This is an optimization exercise on Yosys and OpenROAD, whose aim is small area, a short achievable clock period and few clock cycles per item, not a production implementation.
No run shown here included a check of the RTL's function; only the layout flow was run.
Power and IR drop assume default switching activity.

==> flow/config.mk <==
export PLATFORM = sky130hd
export DESIGN_NAME = crypt_machine
export DESIGN_NICKNAME = crypt_machine
export VERILOG_FILES = /design/flow/design.v
export SDC_FILE = /design/flow/constraint.sdc
export NUM_CORES = 4
export LEC_CHECK = 0
export CAP_MARGIN = 20
export CORE_MARGIN = 2
export CORE_UTILIZATION = 40
export SLEW_MARGIN = 20
==> flow/constraint.sdc <==
create_clock -name core_clock -period 12.0 [get_ports {clk}]
set_input_delay 2.4000 -clock core_clock [delete_from_list [all_inputs] [get_ports {clk}]]
set_output_delay 2.4000 -clock core_clock [all_outputs]
set_load 0.01 [all_outputs]
==> flow/design.v <==
package tea_pkg;
    typedef logic [31:0] word_t;
    localparam word_t tea_delta = 32'h9e3779b9;
    function automatic logic [1023:0] sum_table();
        logic [1023:0] t;
        word_t s;
        s = '0;
        for (int j = 0; j < 32; j++) begin
            s = s + tea_delta;
            t[j*32 +: 32] = s;
        end
        sum_table = t;
    endfunction
    localparam logic [1023:0] sum_tab = sum_table();
    localparam int add_arch = 1;
    function automatic logic [32:0] add32(input word_t a, input word_t b, input logic cin);
        word_t pp, gg, p0, c;
        int    j;
        p0 = a ^ b;
        pp = p0;
        gg = a & b;
        gg[0] = gg[0] | (pp[0] & cin);
        if (add_arch == 0) begin
            for (int l = 1; l <= 5; l++) begin
                for (int i = 0; i < 32; i++) begin
                    if ((i % (1 << l)) == (1 << l) - 1) begin
                        gg[i] = gg[i] | (pp[i] & gg[i - (1 << (l - 1))]);
                        pp[i] = pp[i] & pp[i - (1 << (l - 1))];
                    end
                end
            end
            for (int l = 5; l > 0; l--) begin
                for (int i = 0; i < 32; i++) begin
                    if (i >= (1 << l) && (i % (1 << l)) == (1 << (l - 1)) - 1) begin
                        gg[i] = gg[i] | (pp[i] & gg[i - (1 << (l - 1))]);
                        pp[i] = pp[i] & pp[i - (1 << (l - 1))];
                    end
                end
            end
        end else if (add_arch == 1) begin
            for (int l = 0; l < 5; l++) begin
                for (int i = 31; i >= 0; i--) begin
                    if ((i >> l) & 1) begin
                        j = ((i >> l) << l) - 1;
                        gg[i] = gg[i] | (pp[i] & gg[j]);
                        pp[i] = pp[i] & pp[j];
                    end
                end
            end
        end else begin
            for (int l = 0; l < 5; l++) begin
                for (int i = 31; i >= 0; i--) begin
                    if (i >= (1 << l)) begin
                        gg[i] = gg[i] | (pp[i] & gg[i - (1 << l)]);
                        pp[i] = pp[i] & pp[i - (1 << l)];
                    end
                end
            end
        end
        c = {gg[30:0], cin};
        add32 = {gg[31], p0 ^ c};
    endfunction
endpackage
`timescale 1ns/1ps
module crypt_machine #(
    parameter int data_in_w = 32,
    parameter int rounds    = 32
) (
    input  logic                  clk,
    input  logic                  resetn,
    input  logic [data_in_w-1:0]  data_in,
    input  logic                  go,
    input  logic                  decrypt,
    output logic                  done,
    output tea_pkg::word_t        display
);
    typedef enum logic [2:0] {
        st_load,       
        st_load_rel,   
        st_wait_op,    
        st_run,        
        st_wait_dec,   
        st_wait_clr,   
        st_clr_rel     
    } state_t;
    state_t          state;
    logic [2:0]      widx;
    logic            dec;        
    logic [6:0]      t;          
    logic [4:0]      sidx;       
    tea_pkg::word_t  p, q;
    tea_pkg::word_t  r0, r1, r2, r3;
    tea_pkg::word_t  g;          
    logic            cin;
    tea_pkg::word_t  s;          
    logic start_enc, start_dec, start;
    assign start_enc = (state == st_wait_op) && go;
    assign start_dec = ((state == st_wait_op) && !go && decrypt) ||
                       ((state == st_wait_dec) && decrypt);
    assign start     = start_enc || start_dec;
    logic running, last;
    assign running = (state == st_run) && !done;
    assign last    = running && t[6];
    tea_pkg::word_t nw;
    logic           ovf;
    assign {ovf, nw} = tea_pkg::add32(p, g, cin);
    logic [27:0] a_x, a_y, a_z, a_s, a_c;
    logic [32:0] a_sum;
    assign a_x   = p[27:0];
    assign a_y   = g[27:0];
    assign a_z   = r0[31:4];
    assign a_s   = a_x ^ a_y ^ a_z;
    assign a_c   = (a_x & a_y) | (a_x & a_z) | (a_y & a_z);
    assign a_sum = tea_pkg::add32({4'd0, a_s}, {4'd0, a_c[26:0], cin}, 1'b0);
    tea_pkg::word_t b_s, b_c;
    logic [32:0]    b_sum;
    assign b_s   = p ^ g ^ s;
    assign b_c   = (p & g) | (p & s) | (g & s);
    assign b_sum = tea_pkg::add32(b_s, {b_c[30:0], cin}, 1'b0);
    tea_pkg::word_t c_z, c_s, c_c;
    logic [32:0]    c_sum;
    logic           c27;
    assign c_z   = {r1[26:0], 5'd0};
    assign c_s   = p ^ g ^ c_z;
    assign c_c   = (p & g) | (p & c_z) | (g & c_z);
    assign c_sum = tea_pkg::add32(c_s, {c_c[30:0], cin}, 1'b0);
    assign c27   = ovf ? (c_c[31] && c_sum[32]) : (c_c[31] || c_sum[32]);
    logic [4:0] r1_hi, r1_hi1;
    assign r1_hi  = r1[31:27];
    assign r1_hi1 = r1[31:27] + 5'd1;
    tea_pkg::word_t f_nx;
    assign f_nx = {a_sum[27:0], r0[3:0]} ^ b_sum[31:0] ^
                  {c27 ? r1_hi1 : r1_hi, c_sum[31:5]};
    logic       dec_n, m_n;
    logic [4:0] sidx_n;
    assign dec_n = start ? start_dec : dec;
    assign m_n   = start ? start_dec : (running && (!dec || (t[5:0] != 6'd63)));
    always_comb begin
        if (start_enc) begin
            sidx_n = 5'd0;
        end else if (start_dec || !running) begin
            sidx_n = 5'd31;
        end else if (t[0] ^ dec) begin
            sidx_n = dec ? sidx - 5'd1 : sidx + 5'd1;
        end else begin
            sidx_n = sidx;
        end
    end
    always_ff @(posedge clk) begin
        g    <= m_n ? (f_nx ^ {32{dec_n}}) : '0;
        cin  <= m_n && dec_n;
        sidx <= sidx_n;
        s    <= tea_pkg::sum_tab[sidx_n*32 +: 32];
    end
    logic load_q, load_p;
    assign load_q = (state == st_load) && (widx <= 3'd1);
    assign load_p = (state == st_load_rel) && (widx == 3'd0);
    logic rot, load_r2, load_r3;
    assign rot     = start || running ||
                     ((state == st_load_rel) && !go && ((widx == 3'd3) || (widx == 3'd5)));
    assign load_r2 = (state == st_load) && ((widx == 3'd2) || (widx == 3'd4));
    assign load_r3 = (state == st_load) && ((widx == 3'd3) || (widx == 3'd5));
    always_ff @(posedge clk) begin
        if (load_q || running || start) begin
            q <= load_q ? data_in : nw;
        end
        if (load_p || running || start) begin
            p <= q;
        end
        if (rot) begin
            r0 <= r2;
            r1 <= r3;
        end
        if (rot || load_r2) begin
            r2 <= load_r2 ? data_in : r0;
        end
        if (rot || load_r3) begin
            r3 <= load_r3 ? data_in : r1;
        end
    end
    always_ff @(posedge clk) begin
        if (!resetn) begin
            state <= st_load;
            widx  <= '0;
            done  <= 1'b0;
        end else begin
            done <= last;
            case (state)
                st_load:     if (go) state <= st_load_rel;
                st_load_rel: if (!go) begin
                                 if (widx == 3'd5) begin
                                     state <= st_wait_op;
                                 end else begin
                                     state <= st_load;
                                 end
                                 widx <= widx + 3'd1;
                             end
                st_wait_op:  if (go || decrypt) state <= st_run;
                st_run:      if (done) state <= dec ? st_wait_clr : st_wait_dec;
                st_wait_dec: if (decrypt) state <= st_run;
                             else if (go) state <= st_clr_rel;
                st_wait_clr: if (go) state <= st_clr_rel;
                st_clr_rel:  if (!go) begin
                                 state <= st_load;
                                 widx  <= '0;
                             end
                default:     state <= st_load;
            endcase
        end
    end
    always_ff @(posedge clk) begin
        dec <= dec_n;
        if (start) begin
            t <= '0;
        end else if (running) begin
            t <= t + 7'd1;
        end
    end
    always_ff @(posedge clk) begin
        if (!resetn || (state == st_clr_rel)) begin
            display <= '0;
        end else if (last) begin
            display <= {nw[15:0], q[15:0]};
        end
    end
endmodule
==> flow/flow/run.sh <==
#!/bin/bash
set -euo pipefail
export SETUP_SLACK_MARGIN=8.5
bash standard.sh > standard.log 2>&1
==> flow/standard.sh <==
#!/bin/bash
# synth_recipe.tcl (not shown) runs the flow's synth.tcl, then flattens the netlist and writes it again
# the make line also repeats each setting of config.mk as NAME=value (left out here)
make -C /OpenROAD-flow-scripts/flow DESIGN_CONFIG=/design/flow/config.mk WORK_HOME=/design/flow/orfs CLKGATE_MAP_FILE= SYNTH_SCRIPT=/design/flow/synth_recipe.tcl "${@:-finish}"
==> results of run 1 <==
==> state kept, by name, summed over array words and instances (netlist names) <==
register	flops
cin	1
dec	1
display	32
done	1
g	32
p	32
q	32
r0	32
r1	32
r2	32
r3	32
s	32
sidx	5
state	3
t	7
widx	3
==> metal layers <==
layer | global-route usage | up-vias
met5 | 0 | -
met4 | 0.0914 | 0
met3 | 0.0412 | 155
met2 | 0.394 | 514
met1 | 0.332 | 7520
li1 | - | 6859
==> metrics by stage <==
step	hold slack (ns)	std cells	total power, mW	instance area, um^2
6_report	0.405	2663	3.68	25600
3_5_place_dp	0.405	2413	2.19	21100
2_1_floorplan	0.400	1773	1.99	19800
5_1_grt	0.408	2663	3.84	25600
3_3_place_gp	0.400	2413	2.18	21100
4_1_cts	0.407	2624	3.60	24500
==> critical path, cell delays in order, from the launching register on <==
cell      delay [ns]
edfxtp_1        0.52
fa_1            0.57
ha_1            0.31
nor2b_2         0.16
o31a_1          0.29
o21ba_4         0.23
or2_4           0.25
a21oi_4         0.15
fa_2            0.48
xnor2_2         0.18
xnor2_1         0.15
xnor2_1         0.15
xnor2_1         0.16
xnor2_1         0.14
nor2_1          0.05
==> power breakdown <==
group          switching [mW]  total, mW  internal [mW]  leakage (nW)
logic                   0.602       1.22          0.614          6.74
registers              0.0487       1.25           1.20          2.72
clock network           0.482       1.21          0.731         0.630
total                    1.13       3.68           2.55          10.1
==> worst min-delay path by stage <==
| stage | endpoint | cells after the start | from | slack (ns) |
|---|---|---|---|---|
| final | r0[29] | 0 | r2[29] | 0.40 |
| after global routing | r1[26] | 0 | r3[26] | 0.41 |
| after CTS | r0[29] | 0 | r2[29] | 0.41 |
| after detailed placement | p[25] | 0 | q[25] | 0.41 |
| after global placement | r0[16] | 0 | r2[16] | 0.40 |
| after floorplan | p[16] | 0 | q[16] | 0.40 |
==> final cells by class <==
type                    instances  area, um^2  area share
clock buffers                  53        1100      0.0431
clock inverters                17         201     0.00788
repair inverters                3        30.0     0.00118
flip-flops and latches        309        8120       0.318
well taps                     622         778      0.0305
multi-input cells            1337       12500       0.489
repair buffers                249        2520      0.0985
inverters                      73         309      0.0121
==> placed cells by master, fill, tap and decap left out, drive strengths merged, types with 10 or more instances in the layout <==
cell type	count
a21o	40
clkinv	10
and2	11
nor3	24
clkbuf	54
nor2	103
o21a	28
or2	12
fa	105
clkdlybuf4s50	33
nor2b	13
mux2	67
or3	13
nand3	21
a21oi	161
a211oi	14
and3	12
ha	141
xor2	31
dfxtp	117
inv	73
buf	215
o21ai	67
edfxtp	192
xnor2	146
nand2	170
o211ai	20
nand4	10
==> cell families (layout without fill, tap and decap cells) <==
logic type	Yosys count	after routing
compound gates	410	410
xor+xnor	184	184
fa+ha+maj	248	248
buf+inv	137	395
flops	309	309
mux	74	74
simple gates	411	421
==> timing repair <==
| item | in CTS | in global routing |
|---|---|---|
| resized for setup | 365 | 130 |
| setup endpoints to repair | 316 | 233 |
| gates cloned | 20 | 3 |
| pin swaps | 118 | 113 |
| buffers inserted | 121 | 35 |
==> impl_metrics.toml, run 1 <==
[logic_synthesis]
synthCells = 1773
yosysTopAreaCell = "edfxtp_1"
synth_area_um2 = 19600
synthXorXnorAreaFrac = 0.0873
muxShareOfSynthArea = 0.0428
yosysWarnings = 1
synth_area_leaders = "edfxtp_1 (29%), dfxtp_1 (12%), fa_1 (11%)"
synth_seq_cells = 309
synth_cell_types = 74
yosys.area.top_type_share = 0.295
ys_seq_area_frac = 0.415
async_flop_share = 0
synth_commonest_cells = "edfxtp_1 (192), nand2_1 (161), a21oi_1 (160)"
synthAdderAreaFrac = 0.199
synthFlopType = "edfxtp_1"
synth_top_family_by_area = "adder cells"
syn_area_per_cell_um2 = 11.0
syn-num-nets = 2055
yosys.area_share.simple = 0.0973
synth-compound-area-share = 0.133
synth_edf_count = 192
yosysMostFrequentCell = "edfxtp_1"

[run]
cap_violations = 0

[placed_design]
gp_congestion = 0.883
hpwl_um = 38600
io_buffers = 68
dpl_worst_slack_ns = 5.99

[worst_setup_path]
crit_end = "g[16]"
cp-end-kind = "flop"
crit_required_ns = 12.43
arrival_ns = 4.36
worstRegToRegCells = 14
cp-startpoint = "p[2]"
r2r-end = "g[16]"
cp_max_fo = 4
setup.worst_path.class = "flop to flop"
reg2reg_setup_slack_ns = 8.07
rr_startpoint = "p[2]"
cp-start-kind = "flop"

[floorplanning]
core_area_um2 = 48600
die-area_um2 = 50700
start_util = 0.402
io_pins = 69
die_x_um = 225
chipHeight_um = 225
rows = 81

[status]
status = "timing/DRC/antenna clean"

[timing]
tightest_slew_ns = 1.03
skew_ns = 0.0172
fin_ws_ns = 8.07
period_minus_slack_ns = 3.93
fmax_mhz = 254
rsz0062_at_grt = "true"
setup_viol = 0
fin_setup_tns_ns = 0
slew_headroom = 0.314
slew_viol_final = 0
hold_viol_final = 0
fin_crit_sh = 0.328

[pwr]
power_density_nw_per_um2 = 144
irDropWorstVdd_mv = 0.0899
leakage_nw = 10.1

[grt]
grt_pass1_vias = 15093
grt_overflow_total = 0
antenna_found_initial = 0
grt_max_degree = 46
grt_pass1_wl_um = 92700
grt_usage = 0.245

[clock_network]
clk_latency_ns = 0.57
clk_pin_slew_ns = 0.06
cts_sinks = 309
ctsHoldBuffers = 0
cts.path.max_buffers = 3
cts_tree = "done"
cts_root_buf = "clkbuf_16"
cts_htree_levels = 2
numCtsBuffers = 38

[layout]
fill_cells = 4168
drive_gt1_frac = 0.278
final_nets = 2293
synthToLayoutAreaGrowth_pct = 30.7
final_util = 0.525
diodes = 0

[detailed_routing]
viasPerCell = 5.65
drt-met1-wl_um = 27700
wl_per_cell_um = 23.6
ant_nets = 0
routed-wl-met3_um = 3620
drc = 0
wl_um = 62800
wl_met2_um = 28700
firstDrtPassIters = 5
drt_iter0_markers = 1005
topRoutingLayerUsed = "met4"
dr_total_vias = 15048

[hold_path]
hold_path.class = "flop to flop"
==> run 2, diff against run 1 <==
==> flow/run.sh (new file) <==
#!/bin/bash
# synth_recipe.tcl (not shown) runs the flow's synth.tcl, then flattens the netlist and writes it again
# the make line also repeats each setting of config.mk as NAME=value (left out here)
make -C /OpenROAD-flow-scripts/flow DESIGN_CONFIG=/design/flow/config.mk WORK_HOME=/design/flow/orfs CLKGATE_MAP_FILE= SYNTH_SCRIPT=/design/flow/synth_recipe.tcl finish
--- a/flow/config.mk
+++ b/flow/config.mk
@@ -8,4 +8,5 @@
 export CAP_MARGIN = 20
 export CORE_MARGIN = 2
 export CORE_UTILIZATION = 40
+export SETUP_SLACK_MARGIN = 5
 export SLEW_MARGIN = 20
removed: flow/flow/run.sh
removed: flow/standard.sh
==> impl_metrics.toml, run 2 <==
[worst_setup_path]
crit_chain = "clkdlybuf4s50_1 > nand4bb_1 > nand2_1 > nand2_2 > buf_4 > xnor2_1 > and3_1 > a2111oi_0 > nand3_1 > xnor2_1 > mux2_2"
crit_family = "simple AND/OR/NAND/NOR gates"
path_common_cell = "xnor2_1"
crit_slowest_cell = "clkdlybuf4s50_1"
cp_num_buf_inv = 2
cp-end-kind = "flop"
arrival_ns = 5.71
cp_max_fo = 32
max_stage_delay_ns = 0.62
setup.worst_path.class = "input pin to flop"
cp-start-kind = "input pin"
crit_required_ns = 12.44

[hold_path]
hold_path.class = "flop to flop"

[layout]
fill_cells = 4503
multi_input_area_um2 = 11000
synthToLayoutAreaGrowth_pct = 13.8
drive_gt1_frac = 0.0956
layout_commonest_cell = "edfxtp_1"
final_nets = 2114
final_util = 0.458
diodes = 0
layout_common_cells = "edfxtp_1 (192), a21oi_1 (160), nand2_1 (158)"
seqCellArea_um2 = 8110

[run]
cap_violations = 0

[clock_network]
ctsResizeCount = 0
post-cts-setup-buffers = 0
cts_htree_levels = 2
cts_root_buf = "clkbuf_16"
ctsHoldBuffers = 0
cts_sinks = 309
clk_latency_ns = 0.57
cts.path.max_buffers = 3
cts_tree = "done"
numCtsBuffers = 38
clk_pin_slew_ns = 0.06

[logic_synthesis]
syn-num-nets = 2055
synth_area_um2 = 19600
yosysWarnings = 1
yosysMostFrequentCell = "edfxtp_1"
syn_area_per_cell_um2 = 11.0
synth_commonest_cells = "edfxtp_1 (192), nand2_1 (161), a21oi_1 (160)"
synth_cell_types = 74
synthFlopType = "edfxtp_1"
synth_seq_cells = 309
yosys.area.top_type_share = 0.295
synth_edf_count = 192
yosysTopAreaCell = "edfxtp_1"
synthCells = 1773
async_flop_share = 0
ys_seq_area_frac = 0.415
synth_area_leaders = "edfxtp_1 (29%), dfxtp_1 (12%), fa_1 (11%)"

[detailed_routing]
wl_met2_um = 23900
drt-met1-wl_um = 25200
dr_total_vias = 13588
ant_nets = 0
wl_per_cell_um = 21.5
firstDrtPassIters = 7
viasPerCell = 5.47
drt_iter0_markers = 1081
routed-wl-met3_um = 2380
wl_um = 53300
topRoutingLayerUsed = "met4"
drc = 0

[timing]
tightest_slew_ns = 1.08
skew_ns = 0.0207
rsz0062_at_grt = "false"
fmax_mhz = 190
fin_crit_sh = 0.438
setup_viol = 0
fin_setup_tns_ns = 0
hold_viol_final = 0
slew_headroom = 0.274
period_minus_slack_ns = 5.26
slew_viol_final = 0
fin_ws_ns = 6.74

[placed_design]
hpwl_um = 39000
io_buffers = 68
gp_congestion = 0.881
dpl_worst_slack_ns = 6.22

[grt]
grt_overflow_total = 0
grt_max_degree = 65
antenna_found_initial = 0
grt_pass1_wl_um = 82400
grt_pass1_vias = 13624
grt_usage = 0.215

[floorplanning]
die_x_um = 225
start_util = 0.402
chipHeight_um = 225
io_pins = 69
rows = 81
core_area_um2 = 48600
die-area_um2 = 50700

[pwr]
power_density_nw_per_um2 = 153
irDropWorstVdd_mv = 0.0946
leakage_nw = 8.65

[status]
status = "timing/DRC/antenna clean"
[run 2: cell counts after synthesis]
No cell type changed its count.
[run 2: kinds of logic after synthesis]
logic type      share of synthesized area
fa+ha+maj                           0.199
buf+inv                            0.0265
simple gates                       0.0973
xor+xnor                           0.0873
mux                                0.0428
compound gates                      0.133
flops                               0.415
[run 2: worst paths after layout]
| kind | depth (start not counted) | to | slack, ns | from |
|---|---|---|---|---|
| max | 11 | g[31] | 6.74 | go |
| min | 0 | r0[26] | 0.41 | r2[26] |
| max reg2reg | 11 | g[24] | 7.62 | p[5] |
| min reg2reg | 0 | r0[26] | 0.41 | r2[26] |
[run 2: power breakdown]
part / switching [mW] / internal (mW) / leakage, nW / total (mW)
Clock: 0.481 / 0.746 / 0.634 / 1.23
Sequential: 0.0640 / 1.20 / 2.72 / 1.27
Combinational: 0.473 / 0.438 / 5.30 / 0.912
Total: 1.02 / 2.39 / 8.65 / 3.40
[run 2: final cells by class]
| class | count | area share |
|---|---|---|
| inverter | 73 | 0.0123 |
| clock inverter | 20 | 0.0119 |
| multi-input combinational | 1327 | 0.494 |
| timing repair buffer | 83 | 0.0356 |
| sequential | 309 | 0.364 |
| tap | 622 | 0.0350 |
| clock buffer | 49 | 0.0469 |
[run 2: per-stage QoR]
stage / std cells / cell area, um^2 / power, mW / hold WS, ns
2_1_floorplan: 1773 / 19600 / 1.99 / 0.400
4_1_cts: 2483 / 22300 / 3.43 / 0.415
6_report: 2483 / 22300 / 3.40 / 0.411
3_5_place_dp: 2414 / 20900 / 2.19 / 0.405
5_1_grt: 2483 / 22300 / 3.57 / 0.416
3_3_place_gp: 2414 / 20900 / 2.18 / 0.401
[run 2: layer usage]
metal | vias to the layer above | global-route usage
met2 | 333 | 0.334
li1 | 6459 | -
met3 | 91 | 0.0306
met5 | - | 0
met4 | 0 | 0.0739
met1 | 6705 | 0.307
==> run 3, diff against run 2 <==
--- a/flow/design.v
+++ b/flow/design.v
@@ -12,53 +12,23 @@
         sum_table = t;
     endfunction
     localparam logic [1023:0] sum_tab = sum_table();
-    localparam int add_arch = 1;
     function automatic logic [32:0] add32(input word_t a, input word_t b, input logic cin);
-        word_t pp, gg, p0, c;
+        word_t tt, gg, c;
         int    j;
-        p0 = a ^ b;
-        pp = p0;
+        tt = a | b;
         gg = a & b;
-        gg[0] = gg[0] | (pp[0] & cin);
-        if (add_arch == 0) begin
-            for (int l = 1; l <= 5; l++) begin
-                for (int i = 0; i < 32; i++) begin
-                    if ((i % (1 << l)) == (1 << l) - 1) begin
-                        gg[i] = gg[i] | (pp[i] & gg[i - (1 << (l - 1))]);
-                        pp[i] = pp[i] & pp[i - (1 << (l - 1))];
-                    end
-                end
-            end
-            for (int l = 5; l > 0; l--) begin
-                for (int i = 0; i < 32; i++) begin
-                    if (i >= (1 << l) && (i % (1 << l)) == (1 << (l - 1)) - 1) begin
-                        gg[i] = gg[i] | (pp[i] & gg[i - (1 << (l - 1))]);
-                        pp[i] = pp[i] & pp[i - (1 << (l - 1))];
-                    end
-                end
-            end
-        end else if (add_arch == 1) begin
-            for (int l = 0; l < 5; l++) begin
-                for (int i = 31; i >= 0; i--) begin
-                    if ((i >> l) & 1) begin
-                        j = ((i >> l) << l) - 1;
-                        gg[i] = gg[i] | (pp[i] & gg[j]);
-                        pp[i] = pp[i] & pp[j];
-                    end
-                end
-            end
-        end else begin
-            for (int l = 0; l < 5; l++) begin
-                for (int i = 31; i >= 0; i--) begin
-                    if (i >= (1 << l)) begin
-                        gg[i] = gg[i] | (pp[i] & gg[i - (1 << l)]);
-                        pp[i] = pp[i] & pp[i - (1 << l)];
-                    end
+        gg[0] = gg[0] | (tt[0] & cin);
+        for (int l = 0; l < 5; l++) begin
+            for (int i = 31; i >= 0; i--) begin
+                if ((i >> l) & 1) begin
+                    j = ((i >> l) << l) - 1;
+                    gg[i] = gg[i] | (tt[i] & gg[j]);
+                    tt[i] = tt[i] & tt[j];
                 end
             end
         end
         c = {gg[30:0], cin};
-        add32 = {gg[31], p0 ^ c};
+        add32 = {gg[31], (a ^ c) ^ b};
     endfunction
 endpackage
 `timescale 1ns/1ps
@@ -133,7 +103,7 @@
                   {c27 ? r1_hi1 : r1_hi, c_sum[31:5]};
     logic       dec_n, m_n;
     logic [4:0] sidx_n;
-    assign dec_n = start ? start_dec : dec;
+    assign dec_n = start ? start_dec : (running ? dec : 1'b1);
     assign m_n   = start ? start_dec : (running && (!dec || (t[5:0] != 6'd63)));
     always_comb begin
         if (start_enc) begin
@@ -147,8 +117,8 @@
         end
     end
     always_ff @(posedge clk) begin
-        g    <= m_n ? (f_nx ^ {32{dec_n}}) : '0;
-        cin  <= m_n && dec_n;
+        g    <= (f_nx ^ {32{dec}}) & {32{m_n}};
+        cin  <= m_n && dec;
         sidx <= sidx_n;
         s    <= tea_pkg::sum_tab[sidx_n*32 +: 32];
     end
==> impl_metrics.toml, run 3 <==
[status]
status = "timing/DRC/antenna clean"

[floorplanning]
start_util = 0.404
die_x_um = 232
io_pins = 69
rows = 83
die-area_um2 = 53700
chipHeight_um = 232
core_area_um2 = 51300

[logic_synthesis]
synth_edf_count = 193
async_flop_share = 0
synth_cell_types = 76
ys_seq_area_frac = 0.392
yosysMostFrequentCell = "xnor2_1"
synth_area_leaders = "edfxtp_1 (28%), xnor2_1 (11%), dfxtp_1 (11%)"
syn-num-nets = 2258
yosysWarnings = 1
yosysTopAreaCell = "edfxtp_1"
synth_commonest_cells = "xnor2_1 (271), inv_1 (236), edfxtp_1 (193)"
synth_area_um2 = 20700
syn_area_per_cell_um2 = 10.2
synthFlopType = "edfxtp_1"
synth_seq_cells = 309
synthCells = 2030
yosys.area.top_type_share = 0.280

[layout]
layout_common_cells = "xnor2_1 (271), inv_1 (235), edfxtp_1 (193)"
fill_cells = 4878
final_nets = 2319
synthToLayoutAreaGrowth_pct = 13.6
drive_gt1_frac = 0.0783
fin_area_um2 = 23500
diodes = 0
layout_commonest_cell = "xnor2_1"

[pwr]
irDropWorstVdd_mv = 0.0813
power_density_nw_per_um2 = 152
leakage_nw = 8.78
p_total_mw = 3.58

[placed_design]
hpwl_um = 39800
placed_cell_area_um2 = 22200
io_buffers = 68
gp_congestion = 0.874

[timing]
fin_crit_sh = 0.454
setup_viol = 0
skew_ns = 0.0231
slew_viol_final = 0
period_minus_slack_ns = 5.45
rsz0062_at_grt = "false"
slew_headroom = 0.319
fin_setup_tns_ns = 0
hold_viol_final = 0
fmax_mhz = 184
tightest_slew_ns = 1.02

[detailed_routing]
ant_nets = 0
wl_per_cell_um = 19.7
drc = 0
dr_total_vias = 14317
drt_iter0_markers = 1034
firstDrtPassIters = 5
viasPerCell = 5.11
wl_um = 55200

[worst_setup_path]
cp-end-kind = "flop"
crit_required_ns = 12.41
cp-start-kind = "input pin"
setup.worst_path.class = "input pin to flop"
cp_max_fo = 16
arrival_ns = 5.85

[clock_network]
clk_pin_slew_ns = 0.07
ctsHoldBuffers = 0
clk_latency_ns = 0.56
cts_sinks = 309
ctsResizeCount = 0
cts_root_buf = "clkbuf_16"
cts_htree_levels = 2
cts.path.max_buffers = 3
numCtsBuffers = 39
post-cts-setup-buffers = 0
cts_tree = "done"

[hold_path]
hold_path.class = "flop to flop"

[grt]
grt_pass1_wl_um = 85600
grt_overflow_total = 0
grt_pass1_vias = 14505
antenna_found_initial = 0
grt_max_degree = 65
grt_usage = 0.210

[run]
cap_violations = 0
## run 3: changes by cell type in the layout (fill, tap and decap cells not counted), sizes merged, moves of 35 or more
cell | previous run | this run
inv | 76 | 236
maj3 | 2 | 74
ha | 141 | 89
a21o | 40 | 5
o21ai | 67 | 105
nor2 | 103 | 156
a21oi | 161 | 117
xnor2 | 146 | 271
## run 3: report_power, final
part	internal [mW]	leakage, nW	switching [mW]
clock	0.800	0.668	0.470
sequential	1.23	2.71	0.0637
combinational	0.476	5.40	0.535
total	2.51	8.78	1.07
## run 3: cells by family (layout without fill, tap and decap cells)
family                     Yosys count  count (layout)  synth area share
and+or+nand+nor                    442             442            0.0948
buffers and inverters              300             390            0.0543
xor gates and xnor gates           306             306             0.131
adders and majority gates          266             266             0.190
DFF                                309             309             0.392
muxes                               51              51            0.0278
AOI/OAI and AO/OA                  356             356             0.110
## run 3: layout make-up
cell class / instances / area, um^2 / share of cell area
timing repair buffer: 81 / 778 / 0.0330
inverter: 239 / 897 / 0.0381
tap: 680 / 851 / 0.0361
sequential: 309 / 8120 / 0.345
multi-input combinational: 1421 / 11500 / 0.490
clock inverter: 13 / 243 / 0.0103
clock buffer: 57 / 1130 / 0.0478
## run 3: critical path: stages
cell and delay, ns:
clkdlybuf4s50_1 0.61, nand2_1 0.11, nor3_1 0.18, buf_4 0.19, clkinv_1 0.36, nand2_1 0.58
clkinv_1 0.56, ha_1 0.39, o311ai_0 0.33, o21ai_0 0.14
## run 3: final timing paths
kind	endpoint	depth (start not counted)	slack, ns	startpoint
min	r1[25]	0	0.40	r3[25]
max	s[17]	10	6.55	go
max reg2reg	g[30]	16	6.99	p[0]
min reg2reg	r1[25]	0	0.40	r3[25]
## run 3: through the flow
stage / hold slack [ns] / std cells / utilization / worst slack (ns)
final: 0.403 / 2800 / 0.459 / 6.55
after global routing: 0.411 / 2800 / 0.459 / 6.25
after CTS: 0.406 / 2800 / 0.459 / 6.67
after detailed placement: 0.405 / 2730 / 0.432 / 6.07
after global placement: 0.400 / 2730 / 0.432 / 6.09
after floorplan: 0.400 / 2030 / - / 6.69
## run 3: routing by layer
layer,part of all wire,track usage,up-vias
li1,-,-,6897
met1,0.47,0.293,7081
met2,0.46,0.341,271
met3,0.041,0.0298,68
met4,0.024,0.0561,0
met5,0,0,-
==> run 4, diff against run 3 <==
==> flow/flow/run.sh (new file) <==
#!/bin/bash
set -euo pipefail
export SETUP_SLACK_MARGIN=8.5
bash standard.sh > standard.log 2>&1
==> flow/standard.sh (new file) <==
#!/bin/bash
# synth_recipe.tcl (not shown) runs the flow's synth.tcl, then flattens the netlist and writes it again
# the make line also repeats each setting of config.mk as NAME=value (left out here)
make -C /OpenROAD-flow-scripts/flow DESIGN_CONFIG=/design/flow/config.mk WORK_HOME=/design/flow/orfs CLKGATE_MAP_FILE= SYNTH_SCRIPT=/design/flow/synth_recipe.tcl "${@:-finish}"
--- a/flow/config.mk
+++ b/flow/config.mk
@@ -8,5 +8,4 @@
 export CAP_MARGIN = 20
 export CORE_MARGIN = 2
 export CORE_UTILIZATION = 40
-export SETUP_SLACK_MARGIN = 5
 export SLEW_MARGIN = 20
removed: flow/run.sh
==> impl_metrics.toml, run 4 <==
[status]
status = "timing/DRC/antenna clean"

[detailed_routing]
ant_nets = 0
wl_um = 63200
viasPerCell = 5.24
wl_per_cell_um = 21.1
drc = 0
firstDrtPassIters = 8
dr_total_vias = 15651
drt_iter0_markers = 957

[floorplanning]
start_util = 0.404
die-area_um2 = 53700
chipHeight_um = 232
core_area_um2 = 51300
io_pins = 69
die_x_um = 232
rows = 83

[logic_synthesis]
synthCells = 2030
yosysWarnings = 1
yosysMostFrequentCell = "xnor2_1"
async_flop_share = 0
synth_area_leaders = "edfxtp_1 (28%), xnor2_1 (11%), dfxtp_1 (11%)"
synth_edf_count = 193
synth_commonest_cells = "xnor2_1 (271), inv_1 (236), edfxtp_1 (193)"
yosysTopAreaCell = "edfxtp_1"
ys_seq_area_frac = 0.392
synthFlopType = "edfxtp_1"
synth_area_um2 = 20700
synth_cell_types = 76
yosys.area.top_type_share = 0.280
syn-num-nets = 2258
synth_seq_cells = 309
syn_area_per_cell_um2 = 10.2

[worst_setup_path]
reg2reg_setup_slack_ns = 7.47
crit_chain = "inv_2 > fa_1 > inv_1 > ha_2 > inv_2 > fa_2 > nor2_1 > o31a_1 > maj3_2 > o2111a_2 > o31ai_4 > a31oi_4 > a31oi_4 > maj3_4 > o21ai_4 > maj3_2 > xnor3_1 > mux2_4"
arrival_ns = 4.99
cp-end-kind = "flop"
worstRegToRegCells = 18
crit_family = "adder cells"
cp_num_buf_inv = 3
r2r-end = "g[30]"
crit_required_ns = 12.46
setup.worst_path.class = "flop to flop"
max_stage_delay_ns = 0.53
crit_slowest_cell = "fa_1"
cp_max_fo = 4
rr_startpoint = "p[0]"
cp-start-kind = "flop"

[layout]
final_nets = 2505
drive_gt1_frac = 0.263
diodes = 0
fill_cells = 4477
layout_common_cells = "xnor2_1 (246), inv_1 (216), edfxtp_1 (193)"
multi_input_area_um2 = 12800
seqCellArea_um2 = 8130
synthToLayoutAreaGrowth_pct = 29.0
layout_commonest_cell = "xnor2_1"

[grt]
grt_max_degree = 49
grt_usage = 0.231
antenna_found_initial = 0
grt_pass1_vias = 15615
grt_overflow_total = 0
grt_pass1_wl_um = 94100

[clock_network]
numCtsBuffers = 38
clk_pin_slew_ns = 0.07
clk_latency_ns = 0.58
cts_htree_levels = 2
ctsHoldBuffers = 0
cts_root_buf = "clkbuf_16"
cts_tree = "done"
cts_sinks = 309
cts.path.max_buffers = 3

[timing]
fin_setup_tns_ns = 0
skew_ns = 0.0251
period_minus_slack_ns = 4.53
slew_headroom = 0.388
tightest_slew_ns = 0.915
hold_ws_ns = 0.409
fmax_mhz = 221
fin_crit_sh = 0.378
slew_viol_final = 0
hold_viol_final = 0
setup_viol = 0
rsz0062_at_grt = "true"

[hold_path]
hold_start = "r2[14]"
holdPathStages = 0
worst_hold_path.endpoint = "r0[14]"
hold_path.class = "flop to flop"

[placed_design]
io_buffers = 68
gp_congestion = 0.880
hpwl_um = 41900

[pwr]
leakage_nw = 10.3
power_density_nw_per_um2 = 138
irDropWorstVdd_mv = 0.0777

[run]
cap_violations = 0
run 4: cell types whose count changed in the layout (fill, tap and decap cells not counted), sizes merged:
cell,delta
clkdlybuf4s50,-35
clkinvlp,+10
buf,+215
bufinv,-3
nand2b,+2
nand2,+1
clkbuf,-11
clkinv,+9
inv,-1
run 4: kinds of logic after synthesis:
family / Yosys count / synth area share
multiplexers: 51 / 0.0278
adder cells (fa/ha/maj): 266 / 0.190
XOR/XNOR: 306 / 0.131
flip-flops: 309 / 0.392
buffers and inverters: 300 / 0.0543
AO/OA/AOI/OAI: 356 / 0.110
AND/OR/NAND/NOR: 442 / 0.0948
run 4: worst max path at each step:
stage	startpoint	to	slack [ns]	cells past startpoint
5_1_grt	p[0]	g[30]	7.32	18
3_5_place_dp	go	s[17]	6.16	9
6_report	p[0]	g[30]	7.47	18
4_1_cts	p[0]	g[30]	7.47	18
2_1_floorplan	go	r0[0]	7.25	7
3_3_place_gp	go	s[13]	6.29	9
run 4: power by group:
group / leakage, nW / internal [mW] / switching, mW
sequential: 2.72 / 1.23 / 0.0583
combinational: 6.94 / 0.595 / 0.620
clock: 0.625 / 0.698 / 0.501
run 4: layout make-up:
type / count / share of cell area
clock inverter: 25 / 0.0101
timing repair buffer: 262 / 0.0993
multi-input combinational: 1424 / 0.480
timing repair inverter: 3 / 0.000842
inverter: 239 / 0.0360
clock buffer: 45 / 0.0377
sequential: 309 / 0.304
tap: 680 / 0.0318
run 4: stage by stage:
| stage | instances | instance area [um^2] | utilization | setup slack (ns) | power [mW] |
|---|---|---|---|---|---|
| after floorplan | 2030 | 21000 | - | 7.25 | 2.13 |
| after global placement | 2730 | 22400 | 0.436 | 6.29 | 2.34 |
| after detailed placement | 2730 | 22400 | 0.436 | 6.16 | 2.35 |
| after CTS | 2916 | 25600 | 0.500 | 7.47 | 3.65 |
| after global routing | 2987 | 26800 | 0.521 | 7.32 | 3.87 |
| final | 2987 | 26800 | 0.521 | 7.47 | 3.70 |
run 4: worst reg2reg max path: stages (launching register included):
cell      delay, ns
edfxtp_1       0.39
inv_2          0.08
fa_1           0.53
inv_1          0.04
ha_2           0.16
inv_2          0.05
fa_2           0.20
nor2_1         0.04
o31a_1         0.31
maj3_2         0.35
o2111a_2       0.32
o31ai_4        0.34
a31oi_4        0.19
a31oi_4        0.22
maj3_4         0.27
o21ai_4        0.07
maj3_2         0.31
xnor3_1        0.25
mux2_4         0.30
run 4: timing repair:
item	in CTS	in global routing
gates resized for setup	392	127
pin swaps	131	106
cloned	16	1
setup buffers	100	70
setup endpoints to repair	319	233
run 4: metal layers:
metal  vias up  global-route usage  routed length, um
met5         -                   0                  0
met4         0              0.0765               2050
met3       113              0.0328               2910
met2       398               0.387              30300
met1      7847               0.309              28000
li1       7293                   -                  -
==> run 5, diff against run 4 <==
--- a/flow/design.v
+++ b/flow/design.v
@@ -13,22 +13,27 @@
     endfunction
     localparam logic [1023:0] sum_tab = sum_table();
     function automatic logic [32:0] add32(input word_t a, input word_t b, input logic cin);
-        word_t tt, gg, c;
+        word_t pp, gg, p0, g0, c;
         int    j;
-        tt = a | b;
-        gg = a & b;
-        gg[0] = gg[0] | (tt[0] & cin);
+        p0 = a ^ b;
+        g0 = a & b;
+        pp = p0;
+        gg = g0;
+        gg[0] = gg[0] | (pp[0] & cin);
         for (int l = 0; l < 5; l++) begin
             for (int i = 31; i >= 0; i--) begin
-                if ((i >> l) & 1) begin
+                if (l > 0 && i == (1 << l)) begin
+                    gg[i] = g0[i] | (p0[i] & g0[i - 1]) | (p0[i] & p0[i - 1] & gg[i - 2]);
+                    pp[i] = p0[i] & p0[i - 1] & pp[i - 2];
+                end else if ((i >> l) & 1) begin
                     j = ((i >> l) << l) - 1;
-                    gg[i] = gg[i] | (tt[i] & gg[j]);
-                    tt[i] = tt[i] & tt[j];
+                    gg[i] = gg[i] | (pp[i] & gg[j]);
+                    pp[i] = pp[i] & pp[j];
                 end
             end
         end
         c = {gg[30:0], cin};
-        add32 = {gg[31], (a ^ c) ^ b};
+        add32 = {gg[31], p0 ^ c};
     endfunction
 endpackage
 `timescale 1ns/1ps
@@ -105,22 +110,22 @@
     logic [4:0] sidx_n;
     assign dec_n = start ? start_dec : (running ? dec : 1'b1);
     assign m_n   = start ? start_dec : (running && (!dec || (t[5:0] != 6'd63)));
+    logic [4:0] sidx_r;
     always_comb begin
-        if (start_enc) begin
-            sidx_n = 5'd0;
-        end else if (start_dec || !running) begin
-            sidx_n = 5'd31;
+        if (!running) begin
+            sidx_r = 5'd31;
         end else if (t[0] ^ dec) begin
-            sidx_n = dec ? sidx - 5'd1 : sidx + 5'd1;
+            sidx_r = dec ? sidx - 5'd1 : sidx + 5'd1;
         end else begin
-            sidx_n = sidx;
-        end
-    end
+            sidx_r = sidx;
+        end
+    end
+    assign sidx_n = start_enc ? 5'd0 : sidx_r;
     always_ff @(posedge clk) begin
         g    <= (f_nx ^ {32{dec}}) & {32{m_n}};
         cin  <= m_n && dec;
         sidx <= sidx_n;
-        s    <= tea_pkg::sum_tab[sidx_n*32 +: 32];
+        s    <= start_enc ? tea_pkg::tea_delta : tea_pkg::sum_tab[sidx_r*32 +: 32];
     end
     logic load_q, load_p;
     assign load_q = (state == st_load) && (widx <= 3'd1);
==> flow/flow/run.sh (replaced) <==
#!/bin/bash
set -euo pipefail
export SETUP_SLACK_MARGIN=8.0
export BUFFER_PORTS_ARGS="-buffer_cell sky130_fd_sc_hd__buf_4"
bash standard.sh > standard.log 2>&1
==> impl_metrics.toml, run 5 <==
[layout]
fin_area_um2 = 22300
layout_commonest_cell = "edfxtp_1"
final_nets = 2104
synthToLayoutAreaGrowth_pct = 15.8
diodes = 0
layout_common_cells = "edfxtp_1 (193), nand2_1 (180), xnor2_1 (170)"
drive_gt1_frac = 0.161
fill_cells = 4377

[worst_setup_path]
reg2reg_setup_slack_ns = 8.11
cp-end-kind = "flop"
cp_max_fo = 17
arrival_ns = 4.45
crit_slowest_cell = "nor3_4"
crit_required_ns = 12.48
crit_chain = "buf_4 > nand2_1 > nor3_4 > clkinv_2 > nand2_2 > clkinv_1 > a21oi_1 > o221ai_1 > o21ai_0"
crit_family = "simple AND/OR/NAND/NOR gates"
cp-start-kind = "input pin"
max_stage_delay_ns = 0.33
worstRegToRegCells = 14
crit_cells = 9
cp_num_buf_inv = 3
setup.worst_path.class = "input pin to flop"

[logic_synthesis]
synth_edf_count = 193
synth_area_leaders = "edfxtp_1 (30%), dfxtp_1 (12%), fa_1 (9.7%)"
synth_cell_types = 76
async_flop_share = 0
yosysMostFrequentCell = "edfxtp_1"
yosysWarnings = 1
yosysTopAreaCell = "edfxtp_1"
syn-num-nets = 2024
synth_commonest_cells = "edfxtp_1 (193), nand2_1 (185), xnor2_1 (171)"
synthFlopType = "edfxtp_1"
synth_area_um2 = 19300
ys_seq_area_frac = 0.422
synth_seq_cells = 309
synthCells = 1753
syn_area_per_cell_um2 = 11.0
yosys.area.top_type_share = 0.301

[floorplanning]
rows = 80
die_x_um = 223
io_pins = 69
chipHeight_um = 223
start_util = 0.404
die-area_um2 = 49900
core_area_um2 = 47600

[detailed_routing]
wl_per_cell_um = 21.0
wl_um = 52100
dr_total_vias = 13525
firstDrtPassIters = 7
ant_nets = 0
viasPerCell = 5.46
drc = 0
drt_iter0_markers = 1055

[grt]
grt_pass1_vias = 13398
grt_usage = 0.209
grt_overflow_total = 0
antenna_found_initial = 0
grt_max_degree = 65
grt_pass1_wl_um = 79300

[timing]
fmax_mhz = 252
slew_viol_final = 0
setup_viol = 0
hold_viol_final = 0
tightest_slew_ns = 0.694
fin_setup_tns_ns = 0
slew_headroom = 0.536
rsz0062_at_grt = "true"
skew_ns = 0.0215
period_minus_slack_ns = 3.96
fin_crit_sh = 0.330

[hold_path]
hold_path.class = "flop to flop"
holdPathStages = 0

[placed_design]
gp_congestion = 0.896
placed_cell_area_um2 = 20600
hpwl_um = 37100
io_buffers = 68

[clock_network]
numCtsBuffers = 39
cts_sinks = 309
clk_latency_ns = 0.57
cts_root_buf = "clkbuf_16"
clk_pin_slew_ns = 0.06
cts_htree_levels = 2
cts.path.max_buffers = 3
cts_tree = "done"
ctsHoldBuffers = 0

[run]
cap_violations = 0

[status]
status = "timing/DRC/antenna clean"

[pwr]
irDropWorstVdd_mv = 0.0830
p_total_mw = 3.42
leakage_nw = 8.91
power_density_nw_per_um2 = 154
run 5: worst paths after layout:
kind          from     to
min reg2reg  r2[4]  r0[4]
max             go  s[12]
min          r2[4]  r0[4]
max reg2reg   p[0]  g[31]
run 5: per-stage QoR:
stage,worst slack [ns],hold slack (ns),util,cells
after floorplan,7.44,0.400,-,1753
final,8.04,0.413,0.468,2479
after CTS,8.00,0.409,0.463,2466
after detailed placement,7.08,0.405,0.431,2392
after global routing,7.89,0.415,0.468,2479
after global placement,7.21,0.400,0.431,2391
run 5: power breakdown:
| group | switching [mW] | internal (mW) |
|---|---|---|
| Sequential | 0.0650 | 1.20 |
| Clock | 0.491 | 0.791 |
| Combinational | 0.457 | 0.424 |
| Total | 1.01 | 2.41 |
run 5: repair_timing:
| item | CTS | global route |
|---|---|---|
| pin swaps | 2 | 14 |
| setup buffers | 2 | 12 |
| resized for setup | 12 | 31 |
| gates cloned | 0 | 1 |
| endpoints found under the setup margin | 167 | 131 |
run 5: cells by family after synthesis:
group,after synthesis,share of synthesized area
adders and majority gates,236,0.190
muxes,75,0.0436
and+or+nand+nor,430,0.100
xor gates and xnor gates,207,0.0963
DFF,309,0.422
buffers and inverters,107,0.0210
AOI/OAI and AO/OA,389,0.128
run 5: cell type report:
| type | instances | area [um^2] | area share |
|---|---|---|---|
| multi-input cells | 1337 | 11000 | 0.495 |
| flip-flops and latches | 309 | 8120 | 0.364 |
| clock buffers | 46 | 1060 | 0.0477 |
| repair buffers | 97 | 772 | 0.0346 |
| well taps | 615 | 769 | 0.0345 |
| clock inverters | 26 | 344 | 0.0154 |
| inverters | 48 | 189 | 0.00848 |
| repair inverters | 1 | 5.00 | 0.000225 |
run 5: worst register-to-register path: stages (launching register included):
cell      delay [ns]
edfxtp_1        0.46
buf_6           0.16
fa_1            0.43
ha_2            0.20
fa_2            0.41
a211oi_4        0.30
o21ai_4         0.13
o311ai_4        0.34
a211oi_4        0.14
o21ai_2         0.24
a21oi_2         0.11
o221ai_2        0.23
mux2_4          0.33
o32a_1          0.18
mux2i_1         0.11
run 5: per-layer routing:
metal	track usage	share of wire	wire length [um]	vias to the layer above
met1	0.289	0.45	23500	6643
met4	0.0606	0.027	1390	0
met5	0	0	0	-
met3	0.0379	0.059	3080	92
li1	-	-	-	6414
met2	0.336	0.46	24100	376
==> run 6, diff against run 5 <==
==> flow/design.v (replaced) <==
package tea_pkg;
    typedef logic [31:0] word_t;
    localparam word_t tea_delta = 32'h9e3779b9;
    function automatic logic [1023:0] sum_table();
        logic [1023:0] t;
        word_t s;
        s = '0;
        for (int j = 0; j < 32; j++) begin
            s = s + tea_delta;
            t[j*32 +: 32] = s;
        end
        sum_table = t;
    endfunction
    localparam logic [1023:0] sum_tab = sum_table();
endpackage
`timescale 1ns/1ps
module crypt_machine #(
    parameter int data_in_w = 32,
    parameter int rounds    = 32
) (
    input  logic                  clk,
    input  logic                  resetn,
    input  logic [data_in_w-1:0]  data_in,
    input  logic                  go,
    input  logic                  decrypt,
    output logic                  done,
    output tea_pkg::word_t        display
);
    typedef enum logic [2:0] {
        st_load,       
        st_load_rel,   
        st_wait_op,    
        st_run,        
        st_wait_dec,   
        st_wait_clr,   
        st_clr_rel     
    } state_t;
    state_t          state;
    logic [2:0]      widx;
    logic            dec;
    logic [6:0]      t;
    tea_pkg::word_t  p, q, k0, k1, k2, k3;
    logic start_enc, start_dec;
    assign start_enc = (state == st_wait_op) && go;
    assign start_dec = ((state == st_wait_op) && !go && decrypt) ||
                       ((state == st_wait_dec) && decrypt);
    logic running, step, last, masked;
    assign running = (state == st_run) && !done;
    assign last    = dec ? t[6] : (t[5:0] == 6'd63);
    assign masked  = !running || t[6];
    logic           ksel;
    tea_pkg::word_t ka, kb, s, f, addend, nw;
    logic [4:0]     sidx;
    assign ksel = t[0] ^ dec;
    assign ka   = ksel ? k2 : k0;
    assign kb   = ksel ? k3 : k1;
    assign sidx = t[5:1] ^ {5{dec}};
    assign s    = tea_pkg::sum_tab[sidx*32 +: 32];
    assign f    = ((q << 4) + ka) ^ (q + s) ^ ((q >> 5) + kb);
    assign addend = masked ? '0 : (dec ? ~f : f);
    assign nw   = p + addend + {31'd0, !masked && dec};
    logic load_q, load_p;
    assign load_q = (state == st_load) && (widx <= 3'd1);
    assign load_p = (state == st_load_rel) && (widx == 3'd0);
    always_ff @(posedge clk) begin
        if (load_q || running || start_dec) begin
            q <= load_q ? data_in : nw;
        end
        if (load_p || running || start_dec) begin
            p <= q;
        end
        if (state == st_load) begin
            case (widx)
                3'd2: k0 <= data_in;
                3'd3: k1 <= data_in;
                3'd4: k2 <= data_in;
                3'd5: k3 <= data_in;
                default: ;
            endcase
        end
    end
    always_ff @(posedge clk) begin
        if (!resetn) begin
            state <= st_load;
            widx  <= '0;
            done  <= 1'b0;
        end else begin
            done <= running && last;
            case (state)
                st_load:     if (go) state <= st_load_rel;
                st_load_rel: if (!go) begin
                                 if (widx == 3'd5) begin
                                     state <= st_wait_op;
                                 end else begin
                                     state <= st_load;
                                 end
                                 widx <= widx + 3'd1;
                             end
                st_wait_op:  if (go || decrypt) state <= st_run;
                st_run:      if (done) state <= dec ? st_wait_clr : st_wait_dec;
                st_wait_dec: if (decrypt) state <= st_run;
                             else if (go) state <= st_clr_rel;
                st_wait_clr: if (go) state <= st_clr_rel;
                st_clr_rel:  if (!go) begin
                                 state <= st_load;
                                 widx  <= '0;
                             end
                default:     state <= st_load;
            endcase
        end
    end
    always_ff @(posedge clk) begin
        if (start_enc || start_dec) begin
            t   <= '0;
            dec <= start_dec;
        end else if (running) begin
            t <= t + 7'd1;
        end
    end
    always_ff @(posedge clk) begin
        if (!resetn || (state == st_clr_rel)) begin
            display <= '0;
        end else if (running && last) begin
            display <= {nw[15:0], q[15:0]};
        end
    end
endmodule
==> flow/run.sh (new file) <==
#!/bin/bash
# synth_recipe.tcl (not shown) runs the flow's synth.tcl, then flattens the netlist and writes it again
# the make line also repeats each setting of config.mk as NAME=value (left out here)
make -C /OpenROAD-flow-scripts/flow DESIGN_CONFIG=/design/flow/config.mk WORK_HOME=/design/flow/orfs CLKGATE_MAP_FILE= SYNTH_SCRIPT=/design/flow/synth_recipe.tcl finish
removed: flow/flow/run.sh
removed: flow/standard.sh
==> impl_metrics.toml, run 6 <==
[status]
status = "timing/DRC/antenna clean"

[pwr]
irDropWorstVdd_mv = 0.120
p_total_mw = 3.73
power_density_nw_per_um2 = 196
leakage_nw = 7.51

[clock_network]
post-cts-setup-buffers = 0
clk_latency_ns = 0.58
cts_tree = "done"
cts_root_buf = "clkbuf_16"
clk_pin_slew_ns = 0.06
numCtsBuffers = 28
ctsResizeCount = 0
cts_htree_levels = 1
ctsHoldBuffers = 0
cts_sinks = 239
cts.path.max_buffers = 3

[logic_synthesis]
synth_seq_cells = 239
muxShareOfSynthArea = 0.00898
synth_area_um2 = 17000
async_flop_share = 0
ys_seq_area_frac = 0.395
synth-compound-area-share = 0.190
synthFlopType = "edfxtp_1"
synth_cell_types = 74
yosysTopAreaCell = "edfxtp_1"
synth_edf_count = 193
synth_area_leaders = "edfxtp_1 (34%), ha_1 (9.9%), nand2_1 (8.3%)"
yosys.area.top_type_share = 0.341
synthCells = 1876
yosys.area_share.simple = 0.168
synthXorXnorAreaFrac = 0.107
synth_top_family_by_area = "compound AO/OA/AOI/OAI gates"
syn-num-nets = 2051
yosysMostFrequentCell = "nand2_1"
synthAdderAreaFrac = 0.105
synth_commonest_cells = "nand2_1 (378), edfxtp_1 (193), a21oi_1 (177)"
yosysWarnings = 1
syn_area_per_cell_um2 = 9.06

[timing]
hold_viol_final = 0
skew_ns = 0.0290
setup_viol = 0
fin_setup_tns_ns = 0
period_minus_slack_ns = 8.33
rsz0062_at_grt = "false"
fin_crit_sh = 0.694
slew_headroom = 0.282
tightest_slew_ns = 1.08
fin_ws_ns = 3.67
fmax_mhz = 120
slew_viol_final = 0

[placed_design]
gp_congestion = 0.942
dpl_worst_slack_ns = 3.85
io_buffers = 68
hpwl_um = 38700

[layout]
synthToLayoutAreaGrowth_pct = 12.4
final_nets = 2091
layout_common_cells = "nand2_1 (378), edfxtp_1 (193), a21oi_1 (176)"
diodes = 0
layout_commonest_cell = "nand2_1"
drive_gt1_frac = 0.0439

[worst_setup_path]
reg2reg_setup_slack_ns = 3.67
r2r-end = "q[30]"
rr_startpoint = "dec"
arrival_ns = 8.62
crit_slowest_cell = "xor2_1"
crit_required_ns = 12.29
max_stage_delay_ns = 0.71
worstRegToRegCells = 28
cp-start-kind = "flop"
cp-end-kind = "flop"
cp-startpoint = "dec"
cp_max_fo = 12
path_common_cell = "o21ai_0"
setup.worst_path.class = "flop to flop"
crit_end = "q[30]"

[hold_path]
hold_path.class = "flop to flop"

[grt]
antenna_found_initial = 1
grt_usage = 0.238
grt_pass1_vias = 13576
grt_pass1_wl_um = 80500
gr-usage-met1 = 0.343
grt_overflow_total = 0
top_usage_layer = "met2"
grt_util_met2 = 0.381
gr-usage-met3 = 0.0296
grt_max_degree = 54

[detailed_routing]
viasPerCell = 5.69
ant_nets = 0
wl_per_cell_um = 21.2
drt_iter0_markers = 1111
firstDrtPassIters = 5
wl_um = 52600
drc = 0
dr_total_vias = 14087

[floorplanning]
die_x_um = 210
chipHeight_um = 210
rows = 75
core_area_um2 = 41900
start_util = 0.405
die-area_um2 = 44100
io_pins = 69

[run]
cap_violations = 0
==> run 6: cell types whose count changed after synthesis, sizes merged, moves of 12 or more <==
cell	before	now
a21o	40	62
fa	93	5
xnor2	171	153
mux2	68	2
nand3	21	33
a21oi	141	177
nand2	186	378
nor3	16	30
dfxtp	116	46
==> run 6: cell type report <==
| type | instances | area (um^2) |
|---|---|---|
| Fill cell | 4022 | 22900 |
| Multi-Input combinational cell | 1523 | 9890 |
| Sequential cell | 239 | 6720 |
| Clock buffer | 41 | 801 |
| Timing Repair Buffer | 84 | 801 |
| Tap cell | 539 | 674 |
| Inverter | 40 | 150 |
| Clock inverter | 10 | 62.6 |
==> run 6: metrics by stage <==
step	hold WS [ns]	util	cell area, um^2	cells
floorplan	0.464	-	17000	1876
global placement	0.444	0.435	18200	2425
detailed placement	0.448	0.435	18200	2425
CTS	0.457	0.455	19100	2476
global route	0.470	0.455	19100	2476
finish	0.454	0.455	19100	2476
==> run 6: worst min-delay path by stage <==
stage,start,endpoint,slack (ns),cells after the start
floorplan,q[28],p[28],0.46,0
global placement,display[4],display[4],0.44,2
detailed placement,display[22],display[22],0.45,2
CTS,display[22],display[22],0.46,2
global route,display[23],display[23],0.47,2
finish,display[13],display[13],0.45,2
==> run 6: logic make-up (layout without fill, tap and decap cells) <==
group           after synthesis  in the layout
buf+inv                     114            175
fa+ha+maj                   139            139
simple gates                662            662
mux                          15             15
flops                       239            239
xor+xnor                    198            198
compound gates              509            509
==> run 6: power by group <==
group	total (mW)	internal [mW]	leakage, nW	switching (mW)
clock	0.808	0.461	0.419	0.347
combinational	1.84	0.814	4.93	1.02
sequential	1.09	0.982	2.16	0.105
total	3.73	2.26	7.51	1.48
==> run 6: layer usage <==
metal,vias up,wire [um]
met4,0,1130
met2,383,23700
met5,-,0
met3,65,2910
met1,6789,24900
li1,6850,-
==> run 6: critical path: cells and delay by family, from the launching register on <==
kind | cells | cell delay, ns
XOR/XNOR | 2 | 0.87
buffers and inverters | 2 | 0.52
flip-flops | 1 | 0.51
AND/OR/NAND/NOR | 4 | 0.47
adder cells (fa/ha/maj) | 3 | 1.29
AO/OA/AOI/OAI | 16 | 4.13
multiplexers | 1 | 0.25
==> run 7, diff against run 6 <==
--- a/flow/config.mk
+++ b/flow/config.mk
@@ -5,6 +5,7 @@
 export SDC_FILE = /design/flow/constraint.sdc
 export NUM_CORES = 4
 export LEC_CHECK = 0
+export ABC_CLOCK_PERIOD_IN_PS = 4500
 export CAP_MARGIN = 20
 export CORE_MARGIN = 2
 export CORE_UTILIZATION = 40
==> impl_metrics.toml, run 7 <==
[layout]
final_util = 0.455
final_nets = 2091
drive_gt1_frac = 0.0439
layout_commonest_cell = "nand2_1"
layout_common_cells = "nand2_1 (378), edfxtp_1 (193), a21oi_1 (176)"
diodes = 0
synthToLayoutAreaGrowth_pct = 12.4
fill_cells = 4022

[detailed_routing]
wl_um = 52600
dr_total_vias = 14087
drt_iter0_markers = 1111
viasPerCell = 5.69
drc = 0
ant_nets = 0
wl_per_cell_um = 21.2
firstDrtPassIters = 5

[worst_setup_path]
crit_slowest_cell = "xor2_1"
cp_max_fo = 12
arrival_ns = 8.62
max_stage_delay_ns = 0.71
cp-end-kind = "flop"
crit_required_ns = 12.29
reg2reg_setup_slack_ns = 3.67
cp-start-kind = "flop"
setup.worst_path.class = "flop to flop"
path_common_cell = "o21ai_0"

[logic_synthesis]
yosysWarnings = 1
synthFlopType = "edfxtp_1"
synthCells = 1876
synth_cell_types = 74
synth_commonest_cells = "nand2_1 (378), edfxtp_1 (193), a21oi_1 (177)"
syn_area_per_cell_um2 = 9.06
yosysMostFrequentCell = "nand2_1"
syn-num-nets = 2051
yosys.area.top_type_share = 0.341
synth_area_um2 = 17000
ys_seq_area_frac = 0.395
async_flop_share = 0
synth_area_leaders = "edfxtp_1 (34%), ha_1 (9.9%), nand2_1 (8.3%)"
synth_edf_count = 193
synth_seq_cells = 239
yosysTopAreaCell = "edfxtp_1"

[clock_network]
numCtsBuffers = 28
cts_root_buf = "clkbuf_16"
ctsHoldBuffers = 0
cts.path.max_buffers = 3
cts_tree = "done"
ctsResizeCount = 0
cts_sinks = 239
cts_htree_levels = 1
clk_pin_slew_ns = 0.06
clk_latency_ns = 0.58
post-cts-setup-buffers = 0

[grt]
antenna_found_initial = 1
grt_usage = 0.238
grt_overflow_total = 0
grt_max_degree = 54
grt_pass1_wl_um = 80500
grt_pass1_vias = 13576

[pwr]
netSwitchingFraction = 0.395
p_switching_mw = 1.48
power_density_nw_per_um2 = 196
irDropWorstVdd_mv = 0.120
clkPwrFrac = 0.216
p_total_mw = 3.73
comb_power_share = 0.492
leakage_nw = 7.51
intPower_mw = 2.26
power_frac_seq = 0.291

[timing]
fin_setup_tns_ns = 0
tightest_slew_ns = 1.08
slew_headroom = 0.282
skew_ns = 0.0290
hold_viol_final = 0
slew_viol_final = 0
period_minus_slack_ns = 8.33
fin_crit_sh = 0.694
setup_viol = 0
hold_ws_ns = 0.454
fmax_mhz = 120
rsz0062_at_grt = "false"

[floorplanning]
core_area_um2 = 41900
die-area_um2 = 44100
rows = 75
start_util = 0.405
die_x_um = 210
io_pins = 69
chipHeight_um = 210

[status]
status = "timing/DRC/antenna clean"

[placed_design]
hpwl_um = 38700
gp_congestion = 0.942
io_buffers = 68

[hold_path]
hold_path.class = "flop to flop"

[run]
cap_violations = 0
run 7: cell counts in the layout (fill, tap and decap cells not counted):
No cell type changed its count.
run 7: logic make-up (layout without fill, tap and decap cells):
logic type | Yosys count | in the layout | share of synthesized area
buffers and inverters | 114 | 175 | 0.0262
XOR/XNOR | 198 | 198 | 0.107
flip-flops | 239 | 239 | 0.395
AO/OA/AOI/OAI | 509 | 509 | 0.190
multiplexers | 15 | 15 | 0.00898
AND/OR/NAND/NOR | 662 | 662 | 0.168
adder cells (fa/ha/maj) | 139 | 139 | 0.105
run 7: worst paths after layout:
kind                                  start           to  depth (start not counted)
worst max-delay path                    dec        q[30]                         28
worst min-delay path            display[13]  display[13]                          2
worst max register to register          dec        q[30]                         28
worst min register to register  display[13]  display[13]                          2
run 7: cell type report:
cell class / count / area, um^2 / share of cell area
sequential: 239 / 6720 / 0.352
multi-input combinational: 1523 / 9890 / 0.518
clock inverter: 10 / 62.6 / 0.00328
timing repair buffer: 84 / 801 / 0.0419
inverter: 40 / 150 / 0.00786
clock buffer: 41 / 801 / 0.0419
tap: 539 / 674 / 0.0353
run 7: metal layers:
metal / track usage / share of wire
met1: 0.343 / 0.47
met5: 0 / 0
met2: 0.381 / 0.45
met3: 0.0296 / 0.055
met4: 0.0572 / 0.021
run 7: power groups by stage:
stage	clock [mW]	combinational (mW)	sequential (mW)
floorplan	0	1.43	1.03
global placement	0	1.79	1.10
detailed placement	0	1.80	1.10
CTS	0.822	1.82	1.09
global route	0.856	2.02	1.09
finish	0.808	1.84	1.09
run 7: stage by stage:
step | worst slack, ns | area [um^2] | cells
global placement | 3.99 | 18200 | 2425
global route | 3.07 | 19100 | 2476
floorplan | 4.69 | 17000 | 1876
finish | 3.67 | 19100 | 2476
CTS | 3.80 | 19100 | 2476
detailed placement | 3.85 | 18200 | 2425
run 7: critical path: cells and delay by family (launching register included):
| kind | cells | cell delay (ns) |
|---|---|---|
| AO/OA/AOI/OAI | 16 | 4.13 |
| adder cells (fa/ha/maj) | 3 | 1.29 |
| XOR/XNOR | 2 | 0.87 |
| buffers and inverters | 2 | 0.52 |
| flip-flops | 1 | 0.51 |
| AND/OR/NAND/NOR | 4 | 0.47 |
| multiplexers | 1 | 0.25 |
==> run 8, diff against run 7 <==
--- a/flow/config.mk
+++ b/flow/config.mk
@@ -5,7 +5,7 @@
 export SDC_FILE = /design/flow/constraint.sdc
 export NUM_CORES = 4
 export LEC_CHECK = 0
-export ABC_CLOCK_PERIOD_IN_PS = 4500
+export ABC_CLOCK_PERIOD_IN_PS = 3000
 export CAP_MARGIN = 20
 export CORE_MARGIN = 2
 export CORE_UTILIZATION = 40
==> impl_metrics.toml, run 8 <==
[worst_setup_path]
cp_max_fo = 12
crit_slowest_cell = "xor2_1"
reg2reg_setup_slack_ns = 3.67
cp-end-kind = "flop"
path_common_cell = "o21ai_0"
crit_required_ns = 12.29
max_stage_delay_ns = 0.71
arrival_ns = 8.62
cp-start-kind = "flop"
setup.worst_path.class = "flop to flop"

[layout]
fin_area_um2 = 19100
final_nets = 2091
layout_common_cells = "nand2_1 (378), edfxtp_1 (193), a21oi_1 (176)"
seqCellArea_um2 = 6720
drive_gt1_frac = 0.0439
fill_cells = 4022
synthToLayoutAreaGrowth_pct = 12.4
multi_input_area_um2 = 9890
layout_commonest_cell = "nand2_1"
final_util = 0.455
diodes = 0

[floorplanning]
rows = 75
io_pins = 69
start_util = 0.405
core_area_um2 = 41900
die-area_um2 = 44100
chipHeight_um = 210
die_x_um = 210

[detailed_routing]
firstDrtPassIters = 5
drt_iter0_markers = 1111
dr_total_vias = 14087
wl_um = 52600
ant_nets = 0
drc = 0
viasPerCell = 5.69
wl_per_cell_um = 21.2

[grt]
grt_overflow_total = 0
grt_pass1_wl_um = 80500
gr-usage-met1 = 0.343
grt_pass1_vias = 13576
grt_usage = 0.238
grt_max_degree = 54
antenna_found_initial = 1
gr-usage-met3 = 0.0296
grt_util_met2 = 0.381
top_usage_layer = "met2"

[placed_design]
io_buffers = 68
placed_cell_area_um2 = 18200
gp_congestion = 0.942
dpl_worst_slack_ns = 3.85
hpwl_um = 38700

[logic_synthesis]
synth_cell_types = 74
synth_area_um2 = 17000
yosysWarnings = 1
synth_edf_count = 193
syn_area_per_cell_um2 = 9.06
yosysMostFrequentCell = "nand2_1"
ys_seq_area_frac = 0.395
synthFlopType = "edfxtp_1"
async_flop_share = 0
synth_area_leaders = "edfxtp_1 (34%), ha_1 (9.9%), nand2_1 (8.3%)"
yosysTopAreaCell = "edfxtp_1"
synthCells = 1876
syn-num-nets = 2051
synth_seq_cells = 239
yosys.area.top_type_share = 0.341
synth_commonest_cells = "nand2_1 (378), edfxtp_1 (193), a21oi_1 (177)"

[clock_network]
ctsHoldBuffers = 0
ctsResizeCount = 0
clk_pin_slew_ns = 0.06
cts_root_buf = "clkbuf_16"
numCtsBuffers = 28
cts_htree_levels = 1
cts.path.max_buffers = 3
cts_tree = "done"
cts_sinks = 239
post-cts-setup-buffers = 0
clk_latency_ns = 0.58

[timing]
fmax_mhz = 120
fin_crit_sh = 0.694
slew_viol_final = 0
rsz0062_at_grt = "false"
tightest_slew_ns = 1.08
setup_viol = 0
hold_ws_ns = 0.454
period_minus_slack_ns = 8.33
hold_viol_final = 0
skew_ns = 0.0290
slew_headroom = 0.282
fin_setup_tns_ns = 0
fin_ws_ns = 3.67

[pwr]
power_frac_seq = 0.291
comb_power_share = 0.492
leakage_nw = 7.51
irDropWorstVdd_mv = 0.120
p_switching_mw = 1.48
power_density_nw_per_um2 = 196
intPower_mw = 2.26
netSwitchingFraction = 0.395
clkPwrFrac = 0.216

[status]
status = "timing/DRC/antenna clean"

[run]
cap_violations = 0

[hold_path]
hold_path.class = "flop to flop"
==> run 8: cell counts after synthesis <==
No cell type changed its count.
==> run 8: cell families after synthesis <==
family / count (synthesis) / share of synthesized area
simple gates: 662 / 0.168
mux: 15 / 0.00898
flops: 239 / 0.395
compound gates: 509 / 0.190
fa+ha+maj: 139 / 0.105
xor+xnor: 198 / 0.107
buf+inv: 114 / 0.0262
==> run 8: per-stage QoR <==
stage / power (mW) / std cells
finish: 3.73 / 2476
global route: 3.96 / 2476
CTS: 3.72 / 2476
detailed placement: 2.90 / 2425
global placement: 2.89 / 2425
floorplan: 2.47 / 1876
==> run 8: final cells by class <==
type,count,share of cell area
clock inverters,10,0.00328
inverters,40,0.00786
multi-input cells,1523,0.518
flip-flops and latches,239,0.352
well taps,539,0.0353
clock buffers,41,0.0419
repair buffers,84,0.0419
==> run 8: final timing paths <==
check,depth (start not counted),to,start
max,28,q[30],dec
min,2,display[13],display[13]
max reg2reg,28,q[30],dec
min reg2reg,2,display[13],display[13]
==> run 8: power groups by stage <==
stage / logic (mW) / clock network (mW) / registers, mW
after floorplan: 1.43 / 0 / 1.03
after global placement: 1.79 / 0 / 1.10
after detailed placement: 1.80 / 0 / 1.10
after CTS: 1.82 / 0.822 / 1.09
after global routing: 2.02 / 0.856 / 1.09
final: 1.84 / 0.808 / 1.09
==> run 8: per-layer routing <==
metal  share of wire  routed length [um]
met5               0                   0
met4           0.021                1130
met3           0.055                2910
met2            0.45               23700
met1            0.47               24900
==> run 8: worst max-delay path, delay by kind of cell (launching register included) <==
family	cells	cell delay (ns)
muxes	1	0.25
buffers and inverters	2	0.52
and+or+nand+nor	4	0.47
adders and majority gates	3	1.29
xor gates and xnor gates	2	0.87
AOI/OAI and AO/OA	16	4.13
DFF	1	0.51

==> what the ideal ports hide <==
In the flow no input, the clock included, has a driving cell. The finished layouts below were timed again as built, in two steps. Step 1 sets driving cells, clkbuf_16 on the clock port and buf_2 on the other inputs (assumed; they add their load-dependent delay and slew). Step 2 moves the port delays by t, midway between the first and last clock arrival at a register: inputs arrive t later, outputs are due t later. That takes back most of the time a late clock gives input paths. Slacks: ideal / step 1 / step 2; pairs: ideal / step 1.
run	shift t [ns]	slack for setup (ns)	worst register clock-pin slew, ns
run 1	0.623	8.068 / 8.068 / 7.460	0.07 / 0.07
run 2	0.611	6.738 / 6.771 / 6.160	0.06 / 0.06
run 3	0.609	6.553 / 6.587 / 5.978	0.07 / 0.07
run 4	0.623	7.469 / 7.469 / 7.469	0.07 / 0.07
run 5	0.611	8.037 / 8.062 / 7.451	0.06 / 0.06
run 6	0.616	3.674 / 3.674 / 3.674	0.07 / 0.07
run 7	0.616	3.674 / 3.674 / 3.674	0.07 / 0.07
run 8	0.616	3.674 / 3.674 / 3.674	0.07 / 0.07
After both steps every run listed still meets setup and hold. The setup slack of run 1, which loses most, moves by 0.000 ns with the drivers and by -0.608 ns with both steps.
